Context: an optimization exercise on an open-source flow, tuned for small area, a short achievable clock period and few clock cycles per item. The choices shown serve that exercise and are no tape-out recipe.
At most, simulation tests tie the RTL to the original design; equivalence was not proved.
Only the layout flow was run in run 1; the RTL was not checked for function there.

### design/flow/run.sh
#!/bin/bash
# synth_recipe.tcl (not shown) runs the flow's synth.tcl, then flattens the netlist and writes it again
# the make line also repeats each setting of config.mk as NAME=value (left out here)
make -C /OpenROAD-flow-scripts/flow DESIGN_CONFIG=/design/flow/config.mk WORK_HOME=/design/flow/orfs CLKGATE_MAP_FILE= SYNTH_SCRIPT=/design/flow/synth_recipe.tcl finish
### design/flow/config.mk
export PLATFORM = sky130hd
export DESIGN_NAME = modular_exponentiation
export DESIGN_NICKNAME = modular_exponentiation
export VERILOG_FILES = /design/flow/design.v
export SDC_FILE = /design/flow/constraint.sdc
export NUM_CORES = 4
export LEC_CHECK = 0
export CAP_MARGIN = 20
export CORE_MARGIN = 2
export CORE_UTILIZATION = 40
export SETUP_SLACK_MARGIN = 5
export SLEW_MARGIN = 20
### design/flow/constraint.sdc
create_clock -name core_clock -period 10.0 [get_ports {clk}]
set_input_delay 2.0000 -clock core_clock [delete_from_list [all_inputs] [get_ports {clk}]]
set_output_delay 2.0000 -clock core_clock [all_outputs]
set_load 0.01 [all_outputs]
### design/flow/design.v
`default_nettype none
package mexp_pkg;
  localparam int FIELD_W     = 62;
  localparam int IN_TDATA_W  = 192;
  localparam int OUT_TDATA_W = 64;
  localparam int PC_W        = 4;
  typedef logic [PC_W-1:0] pc_t;
  localparam pc_t STEP_IDLE     = 4'd0;
  localparam pc_t STEP_CHK_EXP  = 4'd1;
  localparam pc_t STEP_CHK_MOD  = 4'd2;
  localparam pc_t STEP_MOD      = 4'd3;
  localparam pc_t STEP_MOD_DONE = 4'd4;
  localparam pc_t STEP_LOOP     = 4'd5;
  localparam pc_t STEP_SETUP_A  = 4'd6;
  localparam pc_t STEP_MUL_A    = 4'd7;
  localparam pc_t STEP_STORE_A  = 4'd8;
  localparam pc_t STEP_SETUP_B  = 4'd9;
  localparam pc_t STEP_MUL_B    = 4'd10;
  localparam pc_t STEP_STORE_B  = 4'd11;
  localparam pc_t STEP_EMIT     = 4'd12;
  localparam pc_t STEP_RETURN   = 4'd13;
  typedef logic [3:0] op_t;
  localparam op_t OP_NOP = 4'd0;
  localparam op_t OP_LOAD = 4'd1;
  localparam op_t OP_SET_ONE = 4'd2;
  localparam op_t OP_CLR_ACC = 4'd3;
  localparam op_t OP_MOD_STEP = 4'd4;
  localparam op_t OP_MOD_DONE = 4'd5;
  localparam op_t OP_SETUP_A = 4'd6;
  localparam op_t OP_MUL_STEP = 4'd7;
  localparam op_t OP_STORE_A = 4'd8;
  localparam op_t OP_SETUP_B = 4'd9;
  localparam op_t OP_STORE_B = 4'd10;
  localparam op_t OP_EMIT = 4'd11;
  typedef logic [3:0] cond_t;
  localparam cond_t C_ALWAYS = 4'd0;
  localparam cond_t C_NO_INPUT = 4'd1;
  localparam cond_t C_EXP_ZERO = 4'd2;
  localparam cond_t C_MOD_ZERO = 4'd3;
  localparam cond_t C_CNT_MORE = 4'd4;
  localparam cond_t C_EBIT_CLEAR = 4'd5;
  localparam cond_t C_MUL_MORE = 4'd6;
  localparam cond_t C_EXP_MORE = 4'd7;
  localparam cond_t C_OUT_BUSY = 4'd8;
  typedef struct packed {
    op_t   op;
    cond_t cond;
    pc_t   target;
  } ctrl_t;
endpackage
`default_nettype wire
`default_nettype none
module mexp_add_mod #(
  parameter int WIDTH = 62
) (
  input  wire logic [WIDTH-1:0] x,
  input  wire logic [WIDTH-1:0] y,
  input  wire logic [WIDTH-1:0] m,
  output logic      [WIDTH-1:0] s
);
  logic [WIDTH:0] sum;
  logic [WIDTH:0] diff;
  always_comb begin
    sum  = {1'b0, x} + {1'b0, y};
    diff = sum - {1'b0, m};
    if (sum >= {1'b0, m}) begin
      s = diff[WIDTH-1:0];
    end else begin
      s = sum[WIDTH-1:0];
    end
  end
endmodule
`default_nettype wire
`default_nettype none
module modular_exponentiation #(
  parameter int WIDTH = 62,
  parameter int R     = 2
) (
  input  wire logic                                 clk,
  input  wire logic                                 rst_n,
  input  wire logic                                 in_tvalid,
  output logic                                      in_tready,
  input  wire logic [mexp_pkg::IN_TDATA_W-1:0]      in_tdata,
  output logic                                      out_tvalid,
  input  wire logic                                 out_tready,
  output logic      [mexp_pkg::OUT_TDATA_W-1:0]     out_tdata
);
  localparam int N  = 62;
  localparam int PW = 65;            
  localparam int FW = mexp_pkg::FIELD_W;
  typedef enum logic [3:0] {
    ST_IDLE  = 4'd0,
    ST_CHECK = 4'd1,
    ST_NORM  = 4'd2,
    ST_SETUP = 4'd3,
    ST_SETUP2 = 4'd9,
    ST_STEP  = 4'd4,
    ST_CPA   = 4'd5,
    ST_FIX   = 4'd6,
    ST_SHR   = 4'd7,
    ST_EMIT  = 4'd8
  } state_t;
  localparam logic [1:0] OP_RED = 2'd0;
  localparam logic [1:0] OP_SQR = 2'd1;
  localparam logic [1:0] OP_MUL = 2'd2;
  state_t            st_r;
  logic              in_ready_r;
  logic              out_valid_r;
  logic [1:0]        op_r;
  logic              pend_mul_r;
  logic [N-1:0]      m_r;
  logic [N-1:0]      e_r;
  logic [N-1:0]      b_r;
  logic [N-1:0]      acc_r;
  logic [PW-1:0]     s_r;
  logic [PW-1:0]     c_r;
  logic [5:0]        sh_r;           
  logic [5:0]        ecnt_r;         
  logic [6:0]        idx_r;          
  logic [5:0]        ng_r;           
  logic [R-1:0]      yd_r;           
  logic [R-1:0]      yn_r;           
  logic              neg_r;
  assign in_tready  = in_ready_r;
  assign out_tvalid = out_valid_r;
  assign out_tdata  = {2'b00, acc_r};
  logic [N-1:0]      yv;
  logic [N+R-1:0]    yext;
  logic [R-1:0]      ynext;
  assign yv   = (op_r == OP_SQR) ? acc_r : b_r;
  assign yext = {yv, {R{1'b0}}};
  logic [6:0]      fidx;           
  logic [N+R-1:0]  ysh;
  assign ysh   = yext >> (fidx + 7'd1);
  assign ynext = ysh[R-1:0];
  logic [5:0] lo;
  assign lo = (op_r == OP_RED) ? 6'd0 : sh_r;
  logic [7:0] ndig;       
  logic [7:0] ngrp8;
  logic [7:0] itop8;
  logic [5:0] ngrp;
  logic [6:0] itop;
  assign ndig  = 8'd62 - {2'b00, lo};
  assign ngrp8 = (ndig + 8'(R - 1)) / 8'(R);
  assign itop8 = {2'b00, lo} + 8'(R) * ngrp8 - 8'd1;
  assign ngrp  = ngrp8[5:0];
  assign itop  = itop8[6:0];
  assign fidx  = (st_r == ST_SETUP) ? itop : idx_r;
  logic [PW-1:0] xs;
  assign xs = {3'b000, acc_r};
  logic          grp_b;
  assign grp_b = m_r[N-2];
  logic [PW-1:0] m_pos, m_neg1, m_neg2;
  assign m_pos  = {3'b000, m_r};
  assign m_neg1 = ~{3'b000, m_r};
  assign m_neg2 = ~{2'b00, m_r, 1'b0};
  localparam int HA = 55 - R;        
  localparam int HW = 8 + R;
  function automatic logic [2:0] qsel(input logic [8:0] t, input logic gb);
    logic [8:0] u;
    logic       qm1, q1, q2;
    u   = t ^ 9'h100;
    qm1 = u < 9'd236;
    q2  = gb ? (u >= 9'd332) : (u >= 9'd308);
    q1  = !q2 && !qm1 && (u >= 9'd268);
    qsel = {qm1, q1, q2};
  endfunction
  function automatic logic [8:0] top9(input logic [PW-1:0] v, input int sh);
    logic [PW-1:0] w;
    w    = v << sh;
    top9 = w[64:56];
  endfunction
  logic [2:0]         q0_r, q0_n;
  logic [HW-1:0]      h_r, h_n;
  logic [R*9-1:0]     yt_r, yt_n;
  logic [R:0][PW-1:0] ss;
  logic [R:0][PW-1:0] cs;
  logic [R:0][2:0]    qs;
  logic [R-1:0]       yk;
  logic [R:0][PW-1:0] vs;
  always_comb begin
    for (int k = 0; k < R; k++) yk[k] = yd_r[R-1-k];
    for (int k = 0; k <= R; k++) begin
      vs[k] = qs[k][2] ? m_pos : (qs[k][1] ? m_neg1 : (qs[k][0] ? m_neg2 : '0));
    end
  end
  assign ss[0] = s_r;
  assign cs[0] = c_r;
  assign qs[0] = q0_r;
  logic [3:0][PW-1:0] tv;
  assign tv[0] = '0;
  assign tv[1] = m_pos;
  assign tv[2] = m_neg1;
  assign tv[3] = m_neg2;
  logic [PW-1:0] s1_last, c1_last;
  for (genvar k = 0; k < R; k++) begin : g_step
    logic [PW-1:0]   a, b2, yx, s1, c1;
    assign a  = {ss[k][PW-2:0], 1'b0};
    assign b2 = {cs[k][PW-2:0], 1'b0};
    assign yx = yk[k] ? xs : '0;
    assign s1 = a ^ b2 ^ yx;
    assign c1 = {((a[PW-2:0] & b2[PW-2:0]) | (a[PW-2:0] & yx[PW-2:0]) | (b2[PW-2:0] & yx[PW-2:0])),
                 qs[k][1] | qs[k][0]};
    assign ss[k+1] = s1 ^ c1 ^ vs[k];
    assign cs[k+1] = {((s1[PW-2:0] & c1[PW-2:0]) | (s1[PW-2:0] & vs[k][PW-2:0]) | (c1[PW-2:0] & vs[k][PW-2:0])), 1'b0};
    if (k == R - 1) begin : g_last
      assign s1_last = s1;
      assign c1_last = c1;
    end
  end
  for (genvar k = 1; k <= R; k++) begin : g_q
    logic [8:0]  base;
    logic [11:0] cq;
    always_comb begin
      base = h_r[8+R-k:R-k] + yt_r[9*(k-1) +: 9];
      for (int i = 0; i + 1 < k; i++) base = base + top9(vs[i], k - i);
    end
    for (genvar j = 0; j < 4; j++) begin : g_cand
      assign cq[3*j +: 3] = qsel(base + top9(tv[j], 1), grp_b);
    end
    assign qs[k] = qs[k-1][2] ? cq[5:3] : (qs[k-1][1] ? cq[8:6] : (qs[k-1][0] ? cq[11:9] : cq[2:0]));
  end
  logic [4*HW-1:0] hc;
  for (genvar j = 0; j < 4; j++) begin : g_h
    assign hc[HW*j +: HW] = s1_last[HA+HW-1:HA] + c1_last[HA+HW-1:HA] + tv[j][HA+HW-1:HA];
  end
  logic [HW-1:0] h_next;
  assign h_next = qs[R-1][2] ? hc[2*HW-1:HW] : (qs[R-1][1] ? hc[3*HW-1:2*HW] :
                  (qs[R-1][0] ? hc[4*HW-1:3*HW] : hc[HW-1:0]));
  logic [R:0]     dn;
  logic [R*9-1:0] yt_next;
  always_comb begin
    for (int i = 0; i < R; i++) dn[i] = yn_r[R-1-i];
    dn[R] = ynext[R-1];
    for (int k = 1; k <= R; k++) begin
      yt_next[9*(k-1) +: 9] = '0;
      for (int i = 0; i <= k; i++) begin
        yt_next[9*(k-1) +: 9] = yt_next[9*(k-1) +: 9] + top9(dn[i] ? xs : '0, k - i);
      end
    end
  end
  logic [2:0] qfirst;
  assign qfirst = qsel(top9(yn_r[R-1] ? xs : '0, 0), grp_b);
  logic [PW-1:0] fs, fc, fsum;
  always_comb begin
    logic [PW-1:0] d;
    d   = neg_r ? m_pos : '0;
    fs  = s_r ^ c_r ^ d;
    fc  = ((s_r & c_r) | (s_r & d) | (c_r & d)) << 1;
    fsum = fs + fc;
  end
  state_t st_n;
  logic in_ready_n;
  logic out_valid_n;
  logic [1:0] op_n;
  logic pend_mul_n;
  logic [N-1:0] m_n;
  logic [N-1:0] e_n;
  logic [N-1:0] b_n;
  logic [N-1:0] acc_n;
  logic [PW-1:0] s_n;
  logic [PW-1:0] c_n;
  logic [5:0] sh_n;
  logic [5:0] ecnt_n;
  logic [6:0] idx_n;
  logic [5:0] ng_n;
  logic [R-1:0] yd_n;
  logic [R-1:0] yn_n;
  logic neg_n;
  always_comb begin
    st_n = st_r;
    in_ready_n = in_ready_r;
    out_valid_n = out_valid_r;
    op_n = op_r;
    pend_mul_n = pend_mul_r;
    m_n = m_r;
    e_n = e_r;
    b_n = b_r;
    acc_n = acc_r;
    s_n = s_r;
    c_n = c_r;
    sh_n = sh_r;
    ecnt_n = ecnt_r;
    idx_n = idx_r;
    ng_n = ng_r;
    yd_n = yd_r;
    yn_n = yn_r;
    neg_n = neg_r;
    q0_n = q0_r;
    h_n = h_r;
    yt_n = yt_r;
      case (st_r)
      ST_IDLE: begin
        if (in_tvalid) begin
          b_n         = in_tdata[WIDTH-1:0];
          e_n         = in_tdata[FW+WIDTH-1:FW];
          m_n         = in_tdata[2*FW+WIDTH-1:2*FW];
          acc_n       = 62'd1;
          sh_n        = '0;
          ecnt_n      = 6'd61;
          in_ready_n  = 1'b0;
          st_n        = ST_CHECK;
        end
      end
      ST_CHECK: begin
        if (e_r == '0) begin
          out_valid_n  = 1'b1;
          st_n         = ST_EMIT;
        end else if (m_r == '0) begin
          acc_n        = '0;
          out_valid_n  = 1'b1;
          st_n         = ST_EMIT;
        end else begin
          st_n  = ST_NORM;
        end
      end
      ST_NORM: begin
        if (!m_r[N-1]) begin
          m_n    = m_r << 1;
          acc_n  = acc_r << 1;
          sh_n   = sh_r + 6'd1;
        end
        if (!e_r[N-1]) begin
          e_n     = e_r << 1;
          ecnt_n  = ecnt_r - 6'd1;
        end
        if (m_r[N-1] && e_r[N-1]) begin
          op_n  = OP_RED;
          st_n  = ST_SETUP;
        end
      end
      ST_SETUP: begin
        idx_n  = itop - 7'(R);
        yn_n   = ynext;
        ng_n   = ngrp;
        s_n    = '0;
        c_n    = '0;
        neg_n  = 1'b0;
        st_n   = ST_SETUP2;
      end
      ST_SETUP2: begin
        yd_n   = yn_r;
        yn_n   = ynext;
        idx_n  = idx_r - 7'(R);
        q0_n   = qfirst;
        h_n    = '0;
        yt_n   = yt_next;
        st_n   = ST_STEP;
      end
      ST_STEP: begin
        s_n    = ss[R];
        c_n    = cs[R];
        q0_n   = qs[R];
        h_n    = h_next;
        yt_n   = yt_next;
        yd_n   = yn_r;
        yn_n   = ynext;
        idx_n  = idx_r - 7'(R);
        ng_n   = ng_r - 6'd1;
        if (ng_r == 6'd1) st_n  = ST_CPA;
      end
      ST_CPA, ST_FIX: begin
        acc_n  = fsum[N-1:0];
        if (op_r == OP_RED) b_n  = fsum[N-1:0];
        if (st_r == ST_CPA && fsum[PW-1]) begin
          neg_n  = 1'b1;
          st_n   = ST_FIX;
        end else begin
          if (op_r == OP_SQR && pend_mul_r) begin
            op_n  = OP_MUL;
            st_n  = ST_SETUP;
          end else if (ecnt_r != '0) begin
            e_n         = e_r << 1;
            ecnt_n      = ecnt_r - 6'd1;
            pend_mul_n  = e_r[N-2];
            op_n        = OP_SQR;
            st_n        = ST_SETUP;
          end else begin
            st_n  = ST_SHR;
          end
        end
      end
      ST_SHR: begin
        if (sh_r != '0) begin
          acc_n  = acc_r >> 1;
          sh_n   = sh_r - 6'd1;
        end
        if (sh_r <= 6'd1) begin
          out_valid_n  = 1'b1;
          st_n         = ST_EMIT;
        end
      end
      ST_EMIT: begin
        if (out_tready) begin
          out_valid_n  = 1'b0;
          in_ready_n   = 1'b1;
          st_n         = ST_IDLE;
        end
      end
      default: st_n  = ST_IDLE;
    endcase
  end
  always_ff @(posedge clk) begin
    if (!rst_n) begin
      st_r        <= ST_IDLE;
      in_ready_r  <= 1'b1;
      out_valid_r <= 1'b0;
    end else begin
      st_r        <= st_n;
      in_ready_r  <= in_ready_n;
      out_valid_r <= out_valid_n;
    end
  end
  always_ff @(posedge clk) begin
    op_r <= op_n;
    pend_mul_r <= pend_mul_n;
    m_r <= m_n;
    e_r <= e_n;
    b_r <= b_n;
    acc_r <= acc_n;
    s_r <= s_n;
    c_r <= c_n;
    sh_r <= sh_n;
    ecnt_r <= ecnt_n;
    idx_r <= idx_n;
    ng_r <= ng_n;
    yd_r <= yd_n;
    yn_r <= yn_n;
    neg_r <= neg_n;
    q0_r <= q0_n;
    h_r <= h_n;
    yt_r <= yt_n;
  end
endmodule
`default_nettype wire
==> impl_results.html, run 1 <==
<table>
<tr><th>Metric</th><th>Value</th></tr>
<tr><th colspan="2">Synth</th></tr>
<tr><td>Count of flip-flops with a built-in enable after synthesis</td><td>440</td></tr>
<tr><td>Yosys warning total</td><td>1</td></tr>
<tr><td>Synth Register Bits</td><td>446</td></tr>
<tr><td>Most used flip-flop cell after synthesis</td><td>edfxtp_1</td></tr>
<tr><td>Synthesized area per cell</td><td>9.865 um2</td></tr>
<tr><td>Netlist area before placement</td><td>40370 um2</td></tr>
<tr><td>Proportion of register bits with asynchronous set or reset after synthesis</td><td>0%</td></tr>
<tr><td>Number of instances in the synthesized netlist</td><td>4092</td></tr>
<tr><td>Part of the Yosys area used for sequential elements</td><td>33.03%</td></tr>
<tr><td>Netlist cell types</td><td>91</td></tr>
<tr><th colspan="2">Floorplan</th></tr>
<tr><td>Core outline area</td><td>100000 um2</td></tr>
<tr><td>Die outline area</td><td>103500 um2</td></tr>
<tr><td>Total I/O pin count</td><td>262</td></tr>
<tr><td>Initial Util</td><td>40.37%</td></tr>
<tr><td>Overall die height</td><td>321.7 um</td></tr>
<tr><td>Core Rows</td><td>116</td></tr>
<tr><td>Die width</td><td>321.7 um</td></tr>
<tr><th colspan="2">GRT</th></tr>
<tr><td>All-Layer GR Usage</td><td>27.28%</td></tr>
<tr><td>Number of global-route vias before repair</td><td>34.09k</td></tr>
<tr><td>Total grt overflow</td><td>0</td></tr>
<tr><td>Wire length of the first global-routing pass</td><td>214500 um</td></tr>
<tr><td>Number of antenna violations at the first check in global routing</td><td>5</td></tr>
<tr><td>Maximum number of pins on one net before global-route repair</td><td>107</td></tr>
<tr><th colspan="2">Status</th></tr>
<tr><td>Result of the run</td><td>no timing/DRC/antenna violations</td></tr>
<tr><th colspan="2">Place</th></tr>
<tr><td>Number of buffers inserted by port buffering</td><td>253</td></tr>
<tr><td>Post-DP Area</td><td>44450 um2</td></tr>
<tr><td>Placer congestion estimate</td><td>0.9088</td></tr>
<tr><td>DPL Wire Length</td><td>92250 um</td></tr>
<tr><th colspan="2">Clocking</th></tr>
<tr><td>Clk buf depth</td><td>3</td></tr>
<tr><td>Number of clock sinks seen by CTS</td><td>446</td></tr>
<tr><td>Number of H-tree branching levels</td><td>2</td></tr>
<tr><td>CTS clk-pin slew, worst paths</td><td>0.06 ns</td></tr>
<tr><td>Number of buffers inserted during clock tree synthesis</td><td>56</td></tr>
<tr><td>Root Buffer Master</td><td>clkbuf_16</td></tr>
<tr><td>Clock latency at the later pin of the worst-skew pair</td><td>0.66 ns</td></tr>
<tr><td>TritonCTS clock tree</td><td>yes</td></tr>
<tr><th colspan="2">Finish</th></tr>
<tr><td>Commonest cells after routing, fill and taps aside</td><td>nand2_1 (468), edfxtp_1 (440), inv_1 (347)</td></tr>
<tr><td>Core occupancy in the finished layout</td><td>51.34%</td></tr>
<tr><td>Post-route cell area</td><td>51340 um2</td></tr>
<tr><td>Synthesis-to-finish area growth</td><td>27.18%</td></tr>
<tr><td>Most common library cell in the layout ignoring fill and taps</td><td>nand2_1</td></tr>
<tr><td>Number of nets in the layout</td><td>5120</td></tr>
<tr><td>Fraction of layout cells with a size suffix above 1</td><td>18.87%</td></tr>
<tr><th colspan="2">Worst hold path</th></tr>
<tr><td>Path class of the lowest-slack min-delay path</td><td>register to register</td></tr>
<tr><th colspan="2">STA</th></tr>
<tr><td>Normalized max-slew margin</td><td>16.69%</td></tr>
<tr><td>Final max-slew violation count</td><td>0</td></tr>
<tr><td>Final cycle utilization of the critical path</td><td>54.49%</td></tr>
<tr><td>Setup TNS after final layout</td><td>0 ns</td></tr>
<tr><td>Tightest Pin Transition</td><td>1.238 ns</td></tr>
<tr><td>Worst Hold Slack</td><td>0.4813 ns</td></tr>
<tr><td>Final Setup Violations</td><td>0</td></tr>
<tr><td>Max Fclk</td><td>183.5 MHz</td></tr>
<tr><td>Number of hold violations in the final report</td><td>0</td></tr>
<tr><td>Unrepaired setup endpoints after global routing</td><td>yes</td></tr>
<tr><td>Min Tclk post-route</td><td>5.449 ns</td></tr>
<tr><td>Setup skew after layout</td><td>0.03972 ns</td></tr>
<tr><th colspan="2">Route</th></tr>
<tr><td>Via/cell ratio</td><td>6.009</td></tr>
<tr><td>Number of violations reported at the end of detailed-routing iteration 0</td><td>3284</td></tr>
<tr><td>DRC violation count after routing</td><td>0</td></tr>
<tr><td>Number of detailed-routing iterations run before antenna repair</td><td>6</td></tr>
<tr><td>Final Routed Wirelength</td><td>147000 um</td></tr>
<tr><td>Via Count</td><td>34.49k</td></tr>
<tr><td>Count of antenna-violating nets left after detailed routing</td><td>0</td></tr>
<tr><td>Routed wirelength normalized by instance count</td><td>25.62 um</td></tr>
<tr><th colspan="2">Setup path</th></tr>
<tr><td>Req. time, crit path</td><td>10.46 ns</td></tr>
<tr><td>Element type at the critical path start</td><td>register</td></tr>
<tr><td>Worst path arrival time</td><td>5.91 ns</td></tr>
<tr><td>Critical setup path kind</td><td>register to register</td></tr>
<tr><td>Category of the worst setup path capture point</td><td>register</td></tr>
<tr><td>Max FO, Critical Path</td><td>6</td></tr>
<tr><th colspan="2">Run</th></tr>
<tr><td>Number of max-cap violations</td><td>0</td></tr>
</table>
## synthesized netlist by cell type, types with 111 or more instances
library cell / count / area (um2)
a21oi_1: 181 / 905.9
and2_1: 111 / 694.4
and3_1: 141 / 882.1
clkbuf_1: 191 / 716.9
edfxtp_1: 440 / 13210
fa_1: 333 / 6666
ha_1: 196 / 2452
inv_1: 369 / 1385
mux2i_1: 139 / 1391
nand2_1: 537 / 2016
nor2_1: 150 / 563.0
o21ai_0: 194 / 970.9
## critical path: stages (launching register included)
cell      delay, ns
edfxtp_1       0.43
buf_12         0.16
and2_4         0.15
fa_1           0.49
inv_2          0.04
fa_1           0.55
fa_1           0.42
inv_2          0.09
ha_4           0.13
inv_2          0.04
fa_2           0.55
inv_2          0.07
ha_1           0.31
a21oi_2        0.16
o21bai_2       0.11
a21oi_2        0.16
nor2_1         0.10
nor4_2         0.34
nor2_1         0.14
a21oi_1        0.20
o21bai_1       0.12
o221ai_2       0.23
mux2i_2        0.28
## kinds of logic (layout without fill, tap and decap cells)
kind of cell               count (synthesis)  count (layout)  synth area share [%]
AOI/OAI and AO/OA                        968             969                 16.39
xor gates and xnor gates                 149             149                 3.233
adders and majority gates                529             529                 22.59
buffers and inverters                    643             985                 6.097
DFF                                      446             446                 33.03
muxes                                    159             159                 4.423
other                                      1               3              0.009290
and+or+nand+nor                         1197            1202                 14.22
## sequential cells by signal (all words and copies together), names as in the netlist
register     count
s_r             65
c_r             64
acc_r           62
b_r             62
e_r             62
m_r             62
yt_r            17
h_r             10
idx_r            7
ecnt_r           6
ng_r             6
sh_r             6
st_r             4
q0_r             3
op_r             2
yd_r             2
yn_r             2
in_ready_r       1
neg_r            1
out_valid_r      1
pend_mul_r       1
## path summary, 6_finish.rpt
kind	start	to	slack (ns)	cells after the start
max	yd_r[1]	h_r[9]	4.55	22
min	in_ready_r	in_ready_r	0.48	2
max reg2reg	yd_r[1]	h_r[9]	4.55	22
min reg2reg	in_ready_r	in_ready_r	0.48	2
## metal layers
layer  track usage (%)  share of wire [%]
met1             36.96                 41
met2             42.53                 45
met3             5.697                9.3
met4             11.13                4.6
met5                 0              0.016
## area by class of cell
class | count | area (um2)
flip-flops and latches | 446 | 13350
clock buffers | 61 | 1420
repair buffers | 507 | 5524
multi-input cells | 3010 | 27570
well taps | 1298 | 1624
inverters | 373 | 1460
fillers | 8851 | 48660
clock inverters | 43 | 380.4
repair inverters | 1 | 8.758
diodes | 1 | 2.502
## metrics by stage
step           std cells  setup WS (ns)
2_1_floorplan       4093          4.942
3_3_place_gp        5416          2.607
3_5_place_dp        5416          2.498
4_1_cts             5661          4.657
5_1_grt             5740          4.411
6_report            5740          4.551
## timing repair
item / CTS / global route
buffers inserted: 112 / 66
gates cloned: 29 / 12
gates resized for setup: 298 / 303
hold buffers: 0 / 0
pin swaps: 77 / 103
endpoints found under the setup margin: 257 / 224
==> inputs of run 2 (changes only) <==
--- a/design/flow/design.v
+++ b/design/flow/design.v
@@ -102,5 +102,12 @@
   } state_t;
-  localparam logic [1:0] OP_RED = 2'd0;
-  localparam logic [1:0] OP_SQR = 2'd1;
-  localparam logic [1:0] OP_MUL = 2'd2;
+  localparam logic [2:0] OP_RED  = 3'd0;    
+  localparam logic [2:0] OP_SQR  = 3'd1;    
+  localparam logic [2:0] OP_MUL  = 3'd2;    
+  localparam logic [2:0] OP_MUL3 = 3'd3;    
+  localparam logic [2:0] OP_PRE  = 3'd4;    
+  localparam logic [2:0] PD_NONE     = 3'd0;
+  localparam logic [2:0] PD_MUL      = 3'd1;
+  localparam logic [2:0] PD_MUL3     = 3'd2;
+  localparam logic [2:0] PD_SQR_MUL3 = 3'd3;
+  localparam logic [2:0] PD_PRE      = 3'd4;
   state_t            st_r;
@@ -108,4 +115,6 @@
   logic              out_valid_r;
-  logic [1:0]        op_r;
-  logic              pend_mul_r;
+  logic [2:0]        op_r;
+  logic [2:0]        pend_r;
+  logic              keep3_r;        
+  logic [N-1:0]      b3_r;
   logic [N-1:0]      m_r;
@@ -129,3 +138,3 @@
   logic [R-1:0]      ynext;
-  assign yv   = (op_r == OP_SQR) ? acc_r : b_r;
+  assign yv   = (op_r == OP_SQR) ? acc_r : ((op_r == OP_MUL3) ? b3_r : b_r);
   assign yext = {yv, {R{1'b0}}};
@@ -156,21 +165,13 @@
   assign m_neg2 = ~{2'b00, m_r, 1'b0};
-  localparam int HA = 55 - R;        
-  localparam int HW = 8 + R;
-  function automatic logic [2:0] qsel(input logic [8:0] t, input logic gb);
-    logic [8:0] u;
+  function automatic logic [2:0] qsel(input logic [6:0] st, input logic [6:0] ct,
+                                      input logic y, input logic [3:0] xt, input logic gb);
+    logic [6:0] t;
     logic       qm1, q1, q2;
-    u   = t ^ 9'h100;
-    qm1 = u < 9'd236;
-    q2  = gb ? (u >= 9'd332) : (u >= 9'd308);
-    q1  = !q2 && !qm1 && (u >= 9'd268);
+    t   = st + ct + (y ? {3'b000, xt} : 7'd0);
+    qm1 = (t ^ 7'h40) < 7'd60;
+    q2  = gb ? ((t ^ 7'h40) >= 7'd83) : ((t ^ 7'h40) >= 7'd77);
+    q1  = !q2 && ((t ^ 7'h40) >= 7'd67);
     qsel = {qm1, q1, q2};
   endfunction
-  function automatic logic [8:0] top9(input logic [PW-1:0] v, input int sh);
-    logic [PW-1:0] w;
-    w    = v << sh;
-    top9 = w[64:56];
-  endfunction
   logic [2:0]         q0_r, q0_n;
-  logic [HW-1:0]      h_r, h_n;
-  logic [R*9-1:0]     yt_r, yt_n;
   logic [R:0][PW-1:0] ss;
@@ -178,9 +179,6 @@
   logic [R:0][2:0]    qs;
-  logic [R-1:0]       yk;
-  logic [R:0][PW-1:0] vs;
+  logic [R:0]         yk;
   always_comb begin
     for (int k = 0; k < R; k++) yk[k] = yd_r[R-1-k];
-    for (int k = 0; k <= R; k++) begin
-      vs[k] = qs[k][2] ? m_pos : (qs[k][1] ? m_neg1 : (qs[k][0] ? m_neg2 : '0));
-    end
+    yk[R] = yn_r[R-1];
   end
@@ -189,10 +187,10 @@
   assign qs[0] = q0_r;
-  logic [3:0][PW-1:0] tv;
-  assign tv[0] = '0;
-  assign tv[1] = m_pos;
-  assign tv[2] = m_neg1;
-  assign tv[3] = m_neg2;
-  logic [PW-1:0] s1_last, c1_last;
+  logic [3:0][8:0] tv;
+  assign tv[0] = 9'd0;
+  assign tv[1] = m_pos[63:55];
+  assign tv[2] = m_neg1[63:55];
+  assign tv[3] = m_neg2[63:55];
   for (genvar k = 0; k < R; k++) begin : g_step
-    logic [PW-1:0]   a, b2, yx, s1, c1;
+    logic [PW-1:0]   a, b2, yx, s1, c1, v;
+    logic [11:0]     cq;
     assign a  = {ss[k][PW-2:0], 1'b0};
@@ -203,43 +201,17 @@
                  qs[k][1] | qs[k][0]};
-    assign ss[k+1] = s1 ^ c1 ^ vs[k];
-    assign cs[k+1] = {((s1[PW-2:0] & c1[PW-2:0]) | (s1[PW-2:0] & vs[k][PW-2:0]) | (c1[PW-2:0] & vs[k][PW-2:0])), 1'b0};
-    if (k == R - 1) begin : g_last
-      assign s1_last = s1;
-      assign c1_last = c1;
-    end
-  end
-  for (genvar k = 1; k <= R; k++) begin : g_q
-    logic [8:0]  base;
-    logic [11:0] cq;
-    always_comb begin
-      base = h_r[8+R-k:R-k] + yt_r[9*(k-1) +: 9];
-      for (int i = 0; i + 1 < k; i++) base = base + top9(vs[i], k - i);
-    end
+    assign v  = qs[k][2] ? m_pos : (qs[k][1] ? m_neg1 : (qs[k][0] ? m_neg2 : '0));
+    assign ss[k+1] = s1 ^ c1 ^ v;
+    assign cs[k+1] = {((s1[PW-2:0] & c1[PW-2:0]) | (s1[PW-2:0] & v[PW-2:0]) | (c1[PW-2:0] & v[PW-2:0])), 1'b0};
     for (genvar j = 0; j < 4; j++) begin : g_cand
-      assign cq[3*j +: 3] = qsel(base + top9(tv[j], 1), grp_b);
-    end
-    assign qs[k] = qs[k-1][2] ? cq[5:3] : (qs[k-1][1] ? cq[8:6] : (qs[k-1][0] ? cq[11:9] : cq[2:0]));
-  end
-  logic [4*HW-1:0] hc;
-  for (genvar j = 0; j < 4; j++) begin : g_h
-    assign hc[HW*j +: HW] = s1_last[HA+HW-1:HA] + c1_last[HA+HW-1:HA] + tv[j][HA+HW-1:HA];
-  end
-  logic [HW-1:0] h_next;
-  assign h_next = qs[R-1][2] ? hc[2*HW-1:HW] : (qs[R-1][1] ? hc[3*HW-1:2*HW] :
-                  (qs[R-1][0] ? hc[4*HW-1:3*HW] : hc[HW-1:0]));
-  logic [R:0]     dn;
-  logic [R*9-1:0] yt_next;
-  always_comb begin
-    for (int i = 0; i < R; i++) dn[i] = yn_r[R-1-i];
-    dn[R] = ynext[R-1];
-    for (int k = 1; k <= R; k++) begin
-      yt_next[9*(k-1) +: 9] = '0;
-      for (int i = 0; i <= k; i++) begin
-        yt_next[9*(k-1) +: 9] = yt_next[9*(k-1) +: 9] + top9(dn[i] ? xs : '0, k - i);
-      end
+      logic [8:0] ns, nc;
+      assign ns = s1[63:55] ^ c1[63:55] ^ tv[j];
+      assign nc = {((s1[62:55] & c1[62:55]) | (s1[62:55] & tv[j][7:0]) | (c1[62:55] & tv[j][7:0])), 1'b0};
+      assign cq[3*j +: 3] = qsel(ns[8:2], nc[8:2], yk[k+1], acc_r[61:58], grp_b);
     end
+    assign qs[k+1] = qs[k][2] ? cq[5:3] : (qs[k][1] ? cq[8:6] : (qs[k][0] ? cq[11:9] : cq[2:0]));
   end
   logic [2:0] qfirst;
-  assign qfirst = qsel(top9(yn_r[R-1] ? xs : '0, 0), grp_b);
+  assign qfirst = qsel(7'd0, 7'd0, yn_r[R-1], acc_r[61:58], grp_b);
   logic [PW-1:0] fs, fc, fsum;
+  mexp_bk_add #(.W(PW)) u_cpa (.a(fs), .b(fc), .s(fsum));
   always_comb begin
@@ -249,3 +221,2 @@
     fc  = ((s_r & c_r) | (s_r & d) | (c_r & d)) << 1;
-    fsum = fs + fc;
   end
@@ -254,4 +225,6 @@
   logic out_valid_n;
-  logic [1:0] op_n;
-  logic pend_mul_n;
+  logic [2:0] op_n;
+  logic [2:0] pend_n;
+  logic keep3_n;
+  logic [N-1:0] b3_n;
   logic [N-1:0] m_n;
@@ -274,3 +247,5 @@
     op_n = op_r;
-    pend_mul_n = pend_mul_r;
+    pend_n = pend_r;
+    keep3_n = keep3_r;
+    b3_n = b3_r;
     m_n = m_r;
@@ -289,4 +264,2 @@
     q0_n = q0_r;
-    h_n = h_r;
-    yt_n = yt_r;
       case (st_r)
@@ -345,4 +318,2 @@
         q0_n   = qfirst;
-        h_n    = '0;
-        yt_n   = yt_next;
         st_n   = ST_STEP;
@@ -353,4 +324,2 @@
         q0_n   = qs[R];
-        h_n    = h_next;
-        yt_n   = yt_next;
         yd_n   = yn_r;
@@ -362,4 +331,5 @@
       ST_CPA, ST_FIX: begin
-        acc_n  = fsum[N-1:0];
+        if (op_r != OP_PRE || keep3_r) acc_n = fsum[N-1:0];
         if (op_r == OP_RED) b_n  = fsum[N-1:0];
+        if (op_r == OP_PRE) b3_n = fsum[N-1:0];
         if (st_r == ST_CPA && fsum[PW-1]) begin
@@ -368,13 +338,39 @@
         end else begin
-          if (op_r == OP_SQR && pend_mul_r) begin
-            op_n  = OP_MUL;
-            st_n  = ST_SETUP;
-          end else if (ecnt_r != '0) begin
-            e_n         = e_r << 1;
-            ecnt_n      = ecnt_r - 6'd1;
-            pend_mul_n  = e_r[N-2];
-            op_n        = OP_SQR;
-            st_n        = ST_SETUP;
+          st_n = ST_SETUP;
+          pend_n = PD_NONE;
+          if (op_r == OP_RED) begin
+            if (ecnt_r != '0) begin
+              e_n     = e_r << 1;
+              ecnt_n  = ecnt_r - 6'd1;
+              keep3_n = e_r[N-2];
+              op_n    = OP_SQR;
+              pend_n  = PD_PRE;
+            end else begin
+              st_n = ST_SHR;
+            end
+          end else if (pend_r == PD_MUL) begin
+            op_n = OP_MUL;
+          end else if (pend_r == PD_MUL3) begin
+            op_n = OP_MUL3;
+          end else if (pend_r == PD_SQR_MUL3) begin
+            op_n   = OP_SQR;
+            pend_n = PD_MUL3;
+          end else if (pend_r == PD_PRE) begin
+            op_n = OP_PRE;
+          end else if (ecnt_r == '0) begin
+            st_n = ST_SHR;
+          end else if (!e_r[N-2]) begin
+            e_n    = e_r << 1;
+            ecnt_n = ecnt_r - 6'd1;
+            op_n   = OP_SQR;
+          end else if (ecnt_r != 6'd1 && e_r[N-3]) begin
+            e_n    = e_r << 2;
+            ecnt_n = ecnt_r - 6'd2;
+            op_n   = OP_SQR;
+            pend_n = PD_SQR_MUL3;
           end else begin
-            st_n  = ST_SHR;
+            e_n    = e_r << 1;
+            ecnt_n = ecnt_r - 6'd1;
+            op_n   = OP_SQR;
+            pend_n = PD_MUL;
           end
@@ -415,3 +411,5 @@
     op_r <= op_n;
-    pend_mul_r <= pend_mul_n;
+    pend_r <= pend_n;
+    keep3_r <= keep3_n;
+    b3_r <= b3_n;
     m_r <= m_n;
@@ -430,4 +428,33 @@
     q0_r <= q0_n;
-    h_r <= h_n;
-    yt_r <= yt_n;
+  end
+endmodule
+`default_nettype wire
+`default_nettype none
+module mexp_bk_add #(
+  parameter int W = 65
+) (
+  input  wire logic [W-1:0] a,
+  input  wire logic [W-1:0] b,
+  output logic      [W-1:0] s
+);
+  logic [W-1:0] p0, g, p;
+  always_comb begin
+    p0 = a ^ b;
+    g  = a & b;
+    p  = p0;
+    for (int l = 0; (1 << l) < W; l++) begin
+      for (int i = (2 << l) - 1; i < W; i += (2 << l)) begin
+        g[i] = g[i] | (p[i] & g[i - (1 << l)]);
+        p[i] = p[i] & p[i - (1 << l)];
+      end
+    end
+    for (int l = 6; l >= 0; l--) begin
+      if ((2 << l) < W) begin
+        for (int i = 3 * (1 << l) - 1; i < W; i += (2 << l)) begin
+          g[i] = g[i] | (p[i] & g[i - (1 << l)]);
+          p[i] = p[i] & p[i - (1 << l)];
+        end
+      end
+    end
+    s = p0 ^ {g[W-2:0], 1'b0};
   end
--- a/design/flow/config.mk
+++ b/design/flow/config.mk
@@ -12 +12,2 @@
 export SLEW_MARGIN = 20
+export TNS_END_PERCENT = 5
==> run 2 against run 1 <==
  * Setup slack worse by 0.34 ns
  * Fmax is 5.9% lower
  * Die area hardly changed
  * Core utilization is 2.7 points lower
  * Still clean
  * Global-route usage is 1.1 points lower
==> impl_results.html, run 2 <==
<table>
<tr><th>Metric</th><th>Value</th></tr>
<tr><th colspan="2">Status</th></tr>
<tr><td>Result of the run</td><td>no timing/DRC/antenna violations</td></tr>
<tr><th colspan="2">Setup path</th></tr>
<tr><td>Req. time, crit path</td><td>10.42 ns</td></tr>
<tr><td>Element type at the critical path start</td><td>register</td></tr>
<tr><td>Critical setup path kind</td><td>register to register</td></tr>
<tr><td>Endpoint of the most critical register-to-register path</td><td>s_r[21]</td></tr>
<tr><td>Critical Path Most Common Cell</td><td>buf_6</td></tr>
<tr><td>Slowest-stage cell, CP</td><td>fa_1</td></tr>
<tr><td>Worst stage delay on the critical path</td><td>0.53 ns</td></tr>
<tr><td>Worst path arrival time</td><td>6.21 ns</td></tr>
<tr><td>Worst reg-to-reg path cell count</td><td>19</td></tr>
<tr><td>Category of the worst setup path capture point</td><td>register</td></tr>
<tr><td>Max FO, Critical Path</td><td>9</td></tr>
<tr><td>Register-to-register setup slack</td><td>4.21 ns</td></tr>
<tr><td>Startpoint of the most critical register-to-register path</td><td>yd_r[1]</td></tr>
<tr><td>Critical path, cell by cell</td><td>buf_6 -&gt; buf_6 -&gt; nand2_4 -&gt; fa_2 -&gt; fa_1 -&gt; fa_1 -&gt; buf_6 -&gt; fa_2 -&gt; xor2_2 -&gt; buf_6 -&gt; o41ai_4 -&gt; nor3_2 -&gt; or3_4 -&gt; o311a_4 -&gt; buf_12 -&gt; buf_16 -&gt; o221ai_4 -&gt; fa_1 -&gt; and3_1</td></tr>
<tr><th colspan="2">GRT</th></tr>
<tr><td>Number of global-route vias before repair</td><td>32.43k</td></tr>
<tr><td>Number of antenna violations at the first check in global routing</td><td>2</td></tr>
<tr><td>Maximum number of pins on one net before global-route repair</td><td>82</td></tr>
<tr><td>All-Layer GR Usage</td><td>26.19%</td></tr>
<tr><td>Total grt overflow</td><td>0</td></tr>
<tr><td>Wire length of the first global-routing pass</td><td>204600 um</td></tr>
<tr><th colspan="2">Synth</th></tr>
<tr><td>Most used flip-flop cell after synthesis</td><td>edfxtp_1</td></tr>
<tr><td>Count of flip-flops with a built-in enable after synthesis</td><td>479</td></tr>
<tr><td>List of most frequent post-synthesis cells</td><td>nand2_1 (500), edfxtp_1 (479), inv_1 (460)</td></tr>
<tr><td>Most common cell in the synthesized netlist</td><td>nand2_1</td></tr>
<tr><td>Part of the Yosys area used for sequential elements</td><td>35.93%</td></tr>
<tr><td>Yosys warning total</td><td>2</td></tr>
<tr><td>Proportion of register bits with asynchronous set or reset after synthesis</td><td>0%</td></tr>
<tr><td>Leading cell types by total area after synthesis</td><td>edfxtp_1 (36%), fa_1 (20%), ha_1 (4.9%)</td></tr>
<tr><td>Area share of the largest cell type after synthesis</td><td>35.63%</td></tr>
<tr><td>Netlist cell types</td><td>88</td></tr>
<tr><td>Synthesized area per cell</td><td>10.48 um2</td></tr>
<tr><td>Netlist area before placement</td><td>40370 um2</td></tr>
<tr><td>Synth Register Bits</td><td>485</td></tr>
<tr><td>Number of instances in the synthesized netlist</td><td>3852</td></tr>
<tr><td>Cell type with the largest total area after synthesis</td><td>edfxtp_1</td></tr>
<tr><th colspan="2">Finish</th></tr>
<tr><td>Count of fill cells added during filler insertion</td><td>9143</td></tr>
<tr><td>Largest register FFs</td><td>65</td></tr>
<tr><td>Synthesis-to-finish area growth</td><td>20.46%</td></tr>
<tr><td>Most common library cell in the layout ignoring fill and taps</td><td>nand2_1</td></tr>
<tr><td>Post-route cell area</td><td>48630 um2</td></tr>
<tr><td>Number of nets in the layout</td><td>4814</td></tr>
<tr><td>Fraction of layout cells with a size suffix above 1</td><td>12.13%</td></tr>
<tr><td>Core occupancy in the finished layout</td><td>48.63%</td></tr>
<tr><td>Commonest cells after routing, fill and taps aside</td><td>nand2_1 (493), edfxtp_1 (479), inv_1 (442)</td></tr>
<tr><td>Top Registers</td><td>s_r x65, c_r x64</td></tr>
<tr><td>Antenna fix cells</td><td>0</td></tr>
<tr><td>Largest register by flop count</td><td>s_r</td></tr>
<tr><th colspan="2">STA</th></tr>
<tr><td>Final cycle utilization of the critical path</td><td>57.93%</td></tr>
<tr><td>Setup skew after layout</td><td>0.03245 ns</td></tr>
<tr><td>Unrepaired setup endpoints after global routing</td><td>yes</td></tr>
<tr><td>Final max-slew violation count</td><td>0</td></tr>
<tr><td>Final Setup Violations</td><td>0</td></tr>
<tr><td>Tightest Pin Transition</td><td>1.207 ns</td></tr>
<tr><td>Min Tclk post-route</td><td>5.793 ns</td></tr>
<tr><td>Post-route worst setup slack</td><td>4.207 ns</td></tr>
<tr><td>Normalized max-slew margin</td><td>18.78%</td></tr>
<tr><td>Max Fclk</td><td>172.6 MHz</td></tr>
<tr><td>Number of hold violations in the final report</td><td>0</td></tr>
<tr><td>Worst Hold Slack</td><td>0.4263 ns</td></tr>
<tr><th colspan="2">Clocking</th></tr>
<tr><td>Number of buffers inserted during clock tree synthesis</td><td>58</td></tr>
<tr><td>Root Buffer Master</td><td>clkbuf_16</td></tr>
<tr><td>Clock latency at the later pin of the worst-skew pair</td><td>0.69 ns</td></tr>
<tr><td>Number of H-tree branching levels</td><td>2</td></tr>
<tr><td>CTS hold repair buffers</td><td>0</td></tr>
<tr><td>CTS clk-pin slew, worst paths</td><td>0.06 ns</td></tr>
<tr><td>TritonCTS clock tree</td><td>yes</td></tr>
<tr><td>Clk buf depth</td><td>3</td></tr>
<tr><td>Number of clock sinks seen by CTS</td><td>485</td></tr>
<tr><th colspan="2">Route</th></tr>
<tr><td>DRC violation count after routing</td><td>0</td></tr>
<tr><td>Routed wirelength normalized by instance count</td><td>25.28 um</td></tr>
<tr><td>Number of detailed-routing iterations run before antenna repair</td><td>7</td></tr>
<tr><td>Via Count</td><td>31.80k</td></tr>
<tr><td>Final Routed Wirelength</td><td>136400 um</td></tr>
<tr><td>Number of violations reported at the end of detailed-routing iteration 0</td><td>3193</td></tr>
<tr><td>Count of antenna-violating nets left after detailed routing</td><td>0</td></tr>
<tr><td>Via/cell ratio</td><td>5.893</td></tr>
<tr><th colspan="2">Place</th></tr>
<tr><td>Placer congestion estimate</td><td>0.9085</td></tr>
<tr><td>Number of buffers inserted by port buffering</td><td>253</td></tr>
<tr><td>DPL Wire Length</td><td>90060 um</td></tr>
<tr><td>Worst Setup Slack post-DPL</td><td>2.444 ns</td></tr>
<tr><td>Post-DP Area</td><td>43970 um2</td></tr>
<tr><th colspan="2">Floorplan</th></tr>
<tr><td>Overall die height</td><td>321.7 um</td></tr>
<tr><td>Core Rows</td><td>116</td></tr>
<tr><td>Die width</td><td>321.7 um</td></tr>
<tr><td>Initial Util</td><td>40.37%</td></tr>
<tr><td>Total I/O pin count</td><td>262</td></tr>
<tr><td>Core outline area</td><td>100000 um2</td></tr>
<tr><td>Die outline area</td><td>103500 um2</td></tr>
<tr><th colspan="2">Worst hold path</th></tr>
<tr><td>Worst min-delay path startpoint</td><td>yn_r[0]</td></tr>
<tr><td>Hold-critical path depth</td><td>0</td></tr>
<tr><td>Path class of the lowest-slack min-delay path</td><td>register to register</td></tr>
<tr><td>Worst hold path endpoint</td><td>yd_r[0]</td></tr>
<tr><th colspan="2">Run</th></tr>
<tr><td>Number of max-cap violations</td><td>0</td></tr>
</table>
[run 2: cell count changes in the layout (fill, tap and decap cells not counted), moves of 57 or more]
cell,previous run,this run
fa_1,261,391
inv_1,347,442
o21ai_0,177,101
buf_4,172,103
a222oi_1,0,58
mux2i_1,128,71
[run 2: worst max-delay path by stage]
| stage | from | to | slack, ns | cells past startpoint |
|---|---|---|---|---|
| 6_report | yd_r[1] | s_r[21] | 4.21 | 19 |
| 5_1_grt | yd_r[1] | s_r[21] | 4.10 | 19 |
| 4_1_cts | yd_r[1] | s_r[35] | 4.36 | 20 |
| 3_5_place_dp | q0_r[2] | q0_r[0] | 2.44 | 22 |
| 3_3_place_gp | q0_r[2] | q0_r[0] | 2.46 | 22 |
| 2_1_floorplan | in_tvalid | acc_r[0] | -2.68 | 4 |
[run 2: stage by stage]
step / std cells / setup TNS (ns)
after floorplan: 3853 / -166.20
after global placement: 5179 / 0
after detailed placement: 5179 / 0
after CTS: 5381 / 0
after global routing: 5396 / 0
final: 5396 / 0
[run 2: final cells by class]
class | count | area (um2) | area share [%]
clock buffers | 70 | 1518 | 3.121
multi-input cells | 2635 | 24550 | 50.48
inverters | 466 | 1790 | 3.682
clock inverters | 39 | 400.4 | 0.8233
flip-flops and latches | 485 | 14500 | 29.83
well taps | 1298 | 1624 | 3.340
repair buffers | 403 | 4243 | 8.725
[run 2: critical path: cells and delay by family, from the launching register on]
kind,cells,cell delay [ns]
AND/OR/NAND/NOR,4,0.66
flip-flops,1,0.42
AO/OA/AOI/OAI,3,0.98
adder cells (fa/ha/maj),5,2.40
XOR/XNOR,1,0.21
buffers and inverters,6,0.88
[run 2: kinds of logic (layout without fill, tap and decap cells)]
group / Yosys count / in the layout / synth area share, %
adders and majority gates: 569 / 569 / 25.28
other: 1 / 2 / 0.009289
muxes: 105 / 105 / 3.564
buffers and inverters: 739 / 978 / 7.104
xor gates and xnor gates: 105 / 105 / 2.297
DFF: 485 / 485 / 35.93
AOI/OAI and AO/OA: 754 / 757 / 13.22
and+or+nand+nor: 1094 / 1097 / 12.60
[run 2: what timing repair did]
action                                  in CTS  in global routing
pin swaps                                  113                 42
gates resized for setup                    224                 54
endpoints found under the setup margin     281                283
gates cloned                                19                  2
buffers inserted                            74                 13
[run 2: per-layer routing]
layer / share of wire (%) / vias up / global-route usage [%]
li1: - / 13920 / -
met5: 0.020 / - / 0
met1: 40 / 16080 / 34.99
met3: 9.5 / 276 / 5.734
met2: 46 / 1522 / 41.92
met4: 3.9 / 4 / 9.398
Testbench counts of run 2, summed over its fixed seeds: cycles 540,547, items 192.
==> inputs of run 3 (changes only) <==
--- a/design/flow/config.mk
+++ b/design/flow/config.mk
@@ -12,2 +12,2 @@
 export SLEW_MARGIN = 20
-export TNS_END_PERCENT = 5
+export TNS_END_PERCENT = 0
==> run 3 against run 2 <==
  * Critical path type unchanged
  * Setup slack gained 0.017 ns
  * Fmax up 0.30%
  * Critical path depth up 2
  * Area after synthesis unchanged
  * Sequential cell count unchanged
==> impl_results.html, run 3 <==
<table>
<tr><th>Metric</th><th>Value</th></tr>
<tr><th colspan="2">Synth</th></tr>
<tr><td>Most common cell in the synthesized netlist</td><td>nand2_1</td></tr>
<tr><td>Synth Register Bits</td><td>485</td></tr>
<tr><td>Netlist area before placement</td><td>40370 um2</td></tr>
<tr><td>Leading cell types by total area after synthesis</td><td>edfxtp_1 (36%), fa_1 (20%), ha_1 (4.9%)</td></tr>
<tr><td>Yosys warning total</td><td>2</td></tr>
<tr><td>Netlist cell types</td><td>88</td></tr>
<tr><td>Proportion of register bits with asynchronous set or reset after synthesis</td><td>0%</td></tr>
<tr><td>Part of the Yosys area used for sequential elements</td><td>35.93%</td></tr>
<tr><td>Number of instances in the synthesized netlist</td><td>3852</td></tr>
<tr><td>Area share of the largest cell type after synthesis</td><td>35.63%</td></tr>
<tr><td>Most used flip-flop cell after synthesis</td><td>edfxtp_1</td></tr>
<tr><td>List of most frequent post-synthesis cells</td><td>nand2_1 (500), edfxtp_1 (479), inv_1 (460)</td></tr>
<tr><td>Synthesized area per cell</td><td>10.48 um2</td></tr>
<tr><td>Cell type with the largest total area after synthesis</td><td>edfxtp_1</td></tr>
<tr><td>Count of flip-flops with a built-in enable after synthesis</td><td>479</td></tr>
<tr><th colspan="2">Route</th></tr>
<tr><td>DRC violation count after routing</td><td>0</td></tr>
<tr><td>Number of detailed-routing iterations run before antenna repair</td><td>10</td></tr>
<tr><td>Final Routed Wirelength</td><td>135200 um</td></tr>
<tr><td>Via Count</td><td>31.75k</td></tr>
<tr><td>Number of violations reported at the end of detailed-routing iteration 0</td><td>3211</td></tr>
<tr><td>Via/cell ratio</td><td>5.903</td></tr>
<tr><td>Routed wirelength normalized by instance count</td><td>25.14 um</td></tr>
<tr><td>Count of antenna-violating nets left after detailed routing</td><td>0</td></tr>
<tr><th colspan="2">Setup path</th></tr>
<tr><td>Category of the worst setup path capture point</td><td>register</td></tr>
<tr><td>Worst reg-to-reg path cell count</td><td>21</td></tr>
<tr><td>Critical setup path kind</td><td>register to register</td></tr>
<tr><td>Element type at the critical path start</td><td>register</td></tr>
<tr><td>Worst path arrival time</td><td>6.19 ns</td></tr>
<tr><td>Max FO, Critical Path</td><td>9</td></tr>
<tr><td>Endpoint of the most critical register-to-register path</td><td>s_r[21]</td></tr>
<tr><td>First element of the critical path</td><td>yd_r[1]</td></tr>
<tr><td>Startpoint of the most critical register-to-register path</td><td>yd_r[1]</td></tr>
<tr><td>Register-to-register setup slack</td><td>4.22 ns</td></tr>
<tr><td>Req. time, crit path</td><td>10.42 ns</td></tr>
<tr><th colspan="2">GRT</th></tr>
<tr><td>Number of global-route vias before repair</td><td>32.46k</td></tr>
<tr><td>Number of antenna violations at the first check in global routing</td><td>3</td></tr>
<tr><td>Wire length of the first global-routing pass</td><td>204300 um</td></tr>
<tr><td>All-Layer GR Usage</td><td>26.17%</td></tr>
<tr><td>Maximum number of pins on one net before global-route repair</td><td>82</td></tr>
<tr><td>Total grt overflow</td><td>0</td></tr>
<tr><th colspan="2">STA</th></tr>
<tr><td>Final Setup Violations</td><td>0</td></tr>
<tr><td>Worst Hold Slack</td><td>0.4297 ns</td></tr>
<tr><td>Number of hold violations in the final report</td><td>0</td></tr>
<tr><td>Final cycle utilization of the critical path</td><td>57.75%</td></tr>
<tr><td>Min Tclk post-route</td><td>5.775 ns</td></tr>
<tr><td>Final max-slew violation count</td><td>0</td></tr>
<tr><td>Setup TNS after final layout</td><td>0 ns</td></tr>
<tr><td>Post-route worst setup slack</td><td>4.225 ns</td></tr>
<tr><td>Setup skew after layout</td><td>0.03122 ns</td></tr>
<tr><td>Max Fclk</td><td>173.1 MHz</td></tr>
<tr><td>Unrepaired setup endpoints after global routing</td><td>yes</td></tr>
<tr><td>Normalized max-slew margin</td><td>17.28%</td></tr>
<tr><td>Tightest Pin Transition</td><td>1.229 ns</td></tr>
<tr><th colspan="2">Run</th></tr>
<tr><td>Number of max-cap violations</td><td>0</td></tr>
<tr><th colspan="2">Finish</th></tr>
<tr><td>Most common library cell in the layout ignoring fill and taps</td><td>nand2_1</td></tr>
<tr><td>Fraction of layout cells with a size suffix above 1</td><td>10.54%</td></tr>
<tr><td>Largest register FFs</td><td>65</td></tr>
<tr><td>Core occupancy in the finished layout</td><td>48.04%</td></tr>
<tr><td>Number of nets in the layout</td><td>4795</td></tr>
<tr><td>Largest register by flop count</td><td>s_r</td></tr>
<tr><td>Commonest cells after routing, fill and taps aside</td><td>nand2_1 (495), edfxtp_1 (479), inv_1 (450)</td></tr>
<tr><td>Synthesis-to-finish area growth</td><td>19.01%</td></tr>
<tr><td>Post-route cell area</td><td>48040 um2</td></tr>
<tr><td>Top Registers</td><td>s_r x65, c_r x64</td></tr>
<tr><th colspan="2">Place</th></tr>
<tr><td>Post-DP Area</td><td>43970 um2</td></tr>
<tr><td>DPL Wire Length</td><td>90060 um</td></tr>
<tr><td>Placer congestion estimate</td><td>0.9085</td></tr>
<tr><td>Number of buffers inserted by port buffering</td><td>253</td></tr>
<tr><td>Worst Setup Slack post-DPL</td><td>2.444 ns</td></tr>
<tr><th colspan="2">Worst hold path</th></tr>
<tr><td>Worst min-delay path startpoint</td><td>yn_r[0]</td></tr>
<tr><td>Worst hold path endpoint</td><td>yd_r[0]</td></tr>
<tr><td>Hold-critical path depth</td><td>0</td></tr>
<tr><td>Path class of the lowest-slack min-delay path</td><td>register to register</td></tr>
<tr><th colspan="2">Clocking</th></tr>
<tr><td>Clock latency at the later pin of the worst-skew pair</td><td>0.69 ns</td></tr>
<tr><td>TritonCTS clock tree</td><td>yes</td></tr>
<tr><td>Number of clock sinks seen by CTS</td><td>485</td></tr>
<tr><td>Clk buf depth</td><td>3</td></tr>
<tr><td>CTS clk-pin slew, worst paths</td><td>0.06 ns</td></tr>
<tr><td>Root Buffer Master</td><td>clkbuf_16</td></tr>
<tr><td>Number of H-tree branching levels</td><td>2</td></tr>
<tr><td>Number of buffers inserted during clock tree synthesis</td><td>58</td></tr>
<tr><th colspan="2">Status</th></tr>
<tr><td>Result of the run</td><td>no timing/DRC/antenna violations</td></tr>
<tr><th colspan="2">Floorplan</th></tr>
<tr><td>Total I/O pin count</td><td>262</td></tr>
<tr><td>Core Rows</td><td>116</td></tr>
<tr><td>Overall die height</td><td>321.7 um</td></tr>
<tr><td>Core outline area</td><td>100000 um2</td></tr>
<tr><td>Die width</td><td>321.7 um</td></tr>
<tr><td>Die outline area</td><td>103500 um2</td></tr>
<tr><td>Initial Util</td><td>40.37%</td></tr>
</table>
## run 3: changes by cell type in the layout (fill, tap and decap cells not counted), moves of 7 or more
cell,previous run,this run
o221ai_4,25,18
ha_4,10,3
inv_1,442,450
ha_1,143,151
buf_4,103,94
## run 3: layout make-up
class,count,area (um2)
Antenna cell,1,2.502
Clock buffer,70,1518
Clock inverter,39,400.4
Fill cell,9209,51960
Inverter,466,1785
Multi-Input combinational cell,2635,24210
Sequential cell,485,14500
Tap cell,1298,1624
Timing Repair Buffer,384,3996
## run 3: logic make-up after synthesis
logic type / synth area share [%]
muxes: 3.564
DFF: 35.93
and+or+nand+nor: 12.60
other: 0.009289
adders and majority gates: 25.28
xor gates and xnor gates: 2.297
buffers and inverters: 7.104
AOI/OAI and AO/OA: 13.22
## run 3: what timing repair did
action,CTS,global route
cloned,19,0
pin swaps,92,10
buffers inserted,69,1
endpoints found under the setup margin,281,283
gates resized for setup,198,7
hold buffers,0,0
## run 3: worst max-delay path, stage by stage, from the launching register on
cell and delay, ns:
edfxtp_1 0.37, buf_6 0.13, nand2_1 0.06, fa_1 0.52, inv_2 0.07, fa_1 0.48, inv_1 0.06, fa_1 0.55
inv_2 0.05, ha_4 0.16, inv_1 0.07, fa_2 0.45, buf_6 0.14, o41ai_4 0.35, nor3_1 0.10, or3_4 0.34
o311a_4 0.45, buf_12 0.17, buf_16 0.16, o221ai_4 0.18, fa_1 0.46, and3_1 0.17
## run 3: worst max-delay path by stage
stage	end	slack (ns)	cells after the start
after floorplan	acc_r[0]	-2.68	4
after global placement	q0_r[0]	2.46	22
after detailed placement	q0_r[0]	2.44	22
after CTS	s_r[35]	4.36	20
after global routing	q0_r[1]	4.07	21
final	s_r[21]	4.22	21
## run 3: stage by stage
step	std cells
floorplan	3853
global placement	5179
detailed placement	5179
CTS	5376
global route	5377
finish	5378
## run 3: metal layers
layer  GRT usage [%]  up-vias  part of all wire [%]
met5               0        -                 0.020
li1                -    13890                     -
met4           9.626        4                   3.8
met2           41.72     1531                    46
met1           35.10    16050                    40
met3           5.584      271                   9.5
==> inputs of run 4 (changes only) <==
--- a/design/flow/config.mk
+++ b/design/flow/config.mk
@@ -7,2 +7,3 @@
 export LEC_CHECK = 0
+export ABC_AREA = 1
 export CAP_MARGIN = 20
==> run 4 against run 3 <==
  * First-iteration DRC count fell by 1.0%
  * Worst hold slack got worse by 0.0044 ns
  * Area after synthesis rose by 1.7%
  * Core utilization fell by 0.26 points
  * Critical path type unchanged
  * Setup slack improved by 0.22 ns
  * Largest cell class unchanged
  * Count of clock-buffer cells in the layout did not move
  * Non-clock buffer count fell by 5
  * Final cell count rose by 14%
  * Global-route usage fell by 1.3 points
  * Still clean on timing, DRC and antenna
  * Critical path depth rose by 1
==> impl_results.html, run 4 <==
<table>
<tr><th>Metric</th><th>Value</th></tr>
<tr><th colspan="2">Clocking</th></tr>
<tr><td>CTS clk-pin slew, worst paths</td><td>0.06 ns</td></tr>
<tr><td>Number of buffers inserted during clock tree synthesis</td><td>59</td></tr>
<tr><td>TritonCTS clock tree</td><td>yes</td></tr>
<tr><th colspan="2">Synth</th></tr>
<tr><td>Proportion of register bits with asynchronous set or reset after synthesis</td><td>0%</td></tr>
<tr><td>Leading cell types by total area after synthesis</td><td>edfxtp_1 (35%), fa_1 (20%), nand2_1 (9.7%)</td></tr>
<tr><td>Dominant combinational cell family by area after synthesis</td><td>adder cells</td></tr>
<tr><td>Netlist cell types</td><td>73</td></tr>
<tr><td>Area share of the largest cell type after synthesis</td><td>35.04%</td></tr>
<tr><td>Most used flip-flop cell after synthesis</td><td>edfxtp_1</td></tr>
<tr><td>Synthesized area per cell</td><td>9.246 um2</td></tr>
<tr><td>Xor and xnor area share after synthesis</td><td>1.877%</td></tr>
<tr><td>Netlist area before placement</td><td>41050 um2</td></tr>
<tr><td>Most common cell in the synthesized netlist</td><td>nand2_1</td></tr>
<tr><th colspan="2">Route</th></tr>
<tr><td>Via Count</td><td>33.03k</td></tr>
<tr><th colspan="2">Worst hold path</th></tr>
<tr><td>Worst min-delay path startpoint</td><td>yn_r[0]</td></tr>
<tr><td>Path class of the lowest-slack min-delay path</td><td>register to register</td></tr>
<tr><th colspan="2">STA</th></tr>
<tr><td>Final cycle utilization of the critical path</td><td>55.60%</td></tr>
<tr><td>Setup TNS after final layout</td><td>0 ns</td></tr>
<tr><td>Worst Hold Slack</td><td>0.4252 ns</td></tr>
<tr><td>Final Setup Violations</td><td>0</td></tr>
<tr><th colspan="2">GRT</th></tr>
<tr><td>Wire length of the first global-routing pass</td><td>200500 um</td></tr>
<tr><th colspan="2">Status</th></tr>
<tr><td>Result of the run</td><td>no timing/DRC/antenna violations</td></tr>
<tr><th colspan="2">Floorplan</th></tr>
<tr><td>Initial Util</td><td>40.35%</td></tr>
<tr><td>Die outline area</td><td>105200 um2</td></tr>
<tr><td>Core outline area</td><td>101700 um2</td></tr>
<tr><th colspan="2">Finish</th></tr>
<tr><td>Final Non-Filler Cells</td><td>6125</td></tr>
<tr><td>Commonest cells after routing, fill and taps aside</td><td>nand2_1 (1044), inv_1 (842), edfxtp_1 (479)</td></tr>
<tr><td>Fraction of layout cells with a size suffix above 1</td><td>9.043%</td></tr>
<tr><td>Count of fill cells added during filler insertion</td><td>9610</td></tr>
<tr><th colspan="2">Setup path</th></tr>
<tr><td>Worst path arrival time</td><td>5.95 ns</td></tr>
<tr><td>Endpoint of the most critical register-to-register path</td><td>q0_r[0]</td></tr>
<tr><td>Req. time, crit path</td><td>10.39 ns</td></tr>
<tr><th colspan="2">Place</th></tr>
<tr><td>Placer congestion estimate</td><td>0.9042</td></tr>
<tr><td>Number of buffers inserted by port buffering</td><td>253</td></tr>
</table>
run 4: cell count changes after synthesis, sizes merged, moves of 87 or more:
cell    before   now
nand2      500  1077
inv        464   883
and3       122     0
and2       105     1
nand3       22   121
o221ai      62   159
clkbuf     201   108
a21oi      196   109
run 4: how the worst max path moves through the flow:
stage / end / from / cells after the start / slack [ns]
2_1_floorplan: b_r[0] / st_r[2] / 9 / 3.86
3_3_place_gp: q0_r[1] / q0_r[1] / 25 / 2.81
3_5_place_dp: q0_r[1] / q0_r[1] / 25 / 2.78
4_1_cts: q0_r[1] / yd_r[1] / 20 / 4.44
5_1_grt: q0_r[1] / yd_r[1] / 23 / 4.25
6_report: q0_r[0] / yd_r[1] / 22 / 4.44
run 4: logic make-up after synthesis:
| group | count (synthesis) |
|---|---|
| compound gates | 697 |
| xor+xnor | 82 |
| fa+ha+maj | 569 |
| buf+inv | 1067 |
| flops | 485 |
| other cells | 1 |
| simple gates | 1539 |
run 4: worst max-delay path, cell delays in order (launching register included):
cell	delay (ns)
edfxtp_1	0.39
buf_12	0.14
nand2_2	0.05
fa_2	0.59
inv_4	0.06
fa_1	0.51
fa_1	0.58
inv_2	0.08
fa_1	0.50
fa_1	0.60
inv_2	0.06
ha_4	0.16
fa_2	0.36
xor2_2	0.16
a211o_1	0.30
nor2_1	0.11
nor2_1	0.06
nor3_2	0.18
nor2_1	0.07
nand2_1	0.11
nand3_2	0.10
nand3_1	0.08
nand2_1	0.06
run 4: per-stage QoR:
step                util (%)  worst slack [ns]  area [um2]
floorplan                  -             3.857       41080
detailed placement     43.98             2.779       44740
finish                 47.78             4.440       48610
CTS                    47.21             4.443       48030
global placement       43.97             2.811       44740
global route           47.78             4.246       48610
run 4: final cells by class:
cell class | instances | area (um2) | area share (%)
Inverter | 885 | 3392 | 6.977
Timing Repair Buffer | 379 | 4090 | 8.414
Antenna cell | 2 | 5.005 | 0.01029
Sequential cell | 485 | 14500 | 29.83
Multi-Input combinational cell | 2895 | 22850 | 47.01
Clock inverter | 40 | 485.5 | 0.9986
Clock buffer | 70 | 1560 | 3.209
Timing Repair inverter | 1 | 11.26 | 0.02316
Tap cell | 1368 | 1712 | 3.521
run 4: repair_timing:
action	in CTS	in global routing
setup buffers	53	25
cloned	16	4
endpoints found under the setup margin	199	222
resized for setup	87	65
pin swaps	18	32
hold buffers	0	0
run 4: per-layer routing:
| metal | GRT usage (%) | vias up | part of all wire (%) |
|---|---|---|---|
| met5 | 0 | - | 0.12 |
| met4 | 8.129 | 24 | 4.0 |
| met3 | 5.581 | 258 | 8.9 |
| met2 | 40.51 | 1382 | 46 |
| met1 | 32.72 | 16250 | 41 |
| li1 | - | 15110 | - |

-- separate check: timing with driven ports --
The results above use ideal ports. As a check the final layouts listed here were re-extracted and re-timed, cells and wires unchanged. Step 1 (the two cells are an assumption about what drives the block):
set clk [get_ports {clk}]
set_driving_cell -lib_cell sky130_fd_sc_hd__clkbuf_16 $clk
set_driving_cell -lib_cell sky130_fd_sc_hd__buf_2 [delete_from_list [all_inputs] $clk]
Step 2, shift: input delay + t, output delay - t, t = (earliest + latest rising clock arrival at the registers) / 2. This alone moves slack from input paths to output paths. Three values: no drivers, after step 1, after step 2; two values: the first two.
| run | t, ns | setup slack, ns | clock arrival spread, ns | worst slew at a driven data input, ns |
|---|---|---|---|---|
| run 1 | 0.713 | 4.551 / 4.551 / 4.551 | 0.040 / 0.040 | 0.08 |
| run 2 | 0.740 | 4.207 / 4.207 / 4.207 | 0.033 / 0.033 | 0.08 |
| run 3 | 0.746 | 4.225 / 4.225 / 4.225 | 0.033 / 0.033 | 0.07 |
| run 4 | 0.717 | 4.440 / 4.440 / 4.440 | 0.024 / 0.024 | 0.11 |
After both steps setup and hold are still met in every run listed.
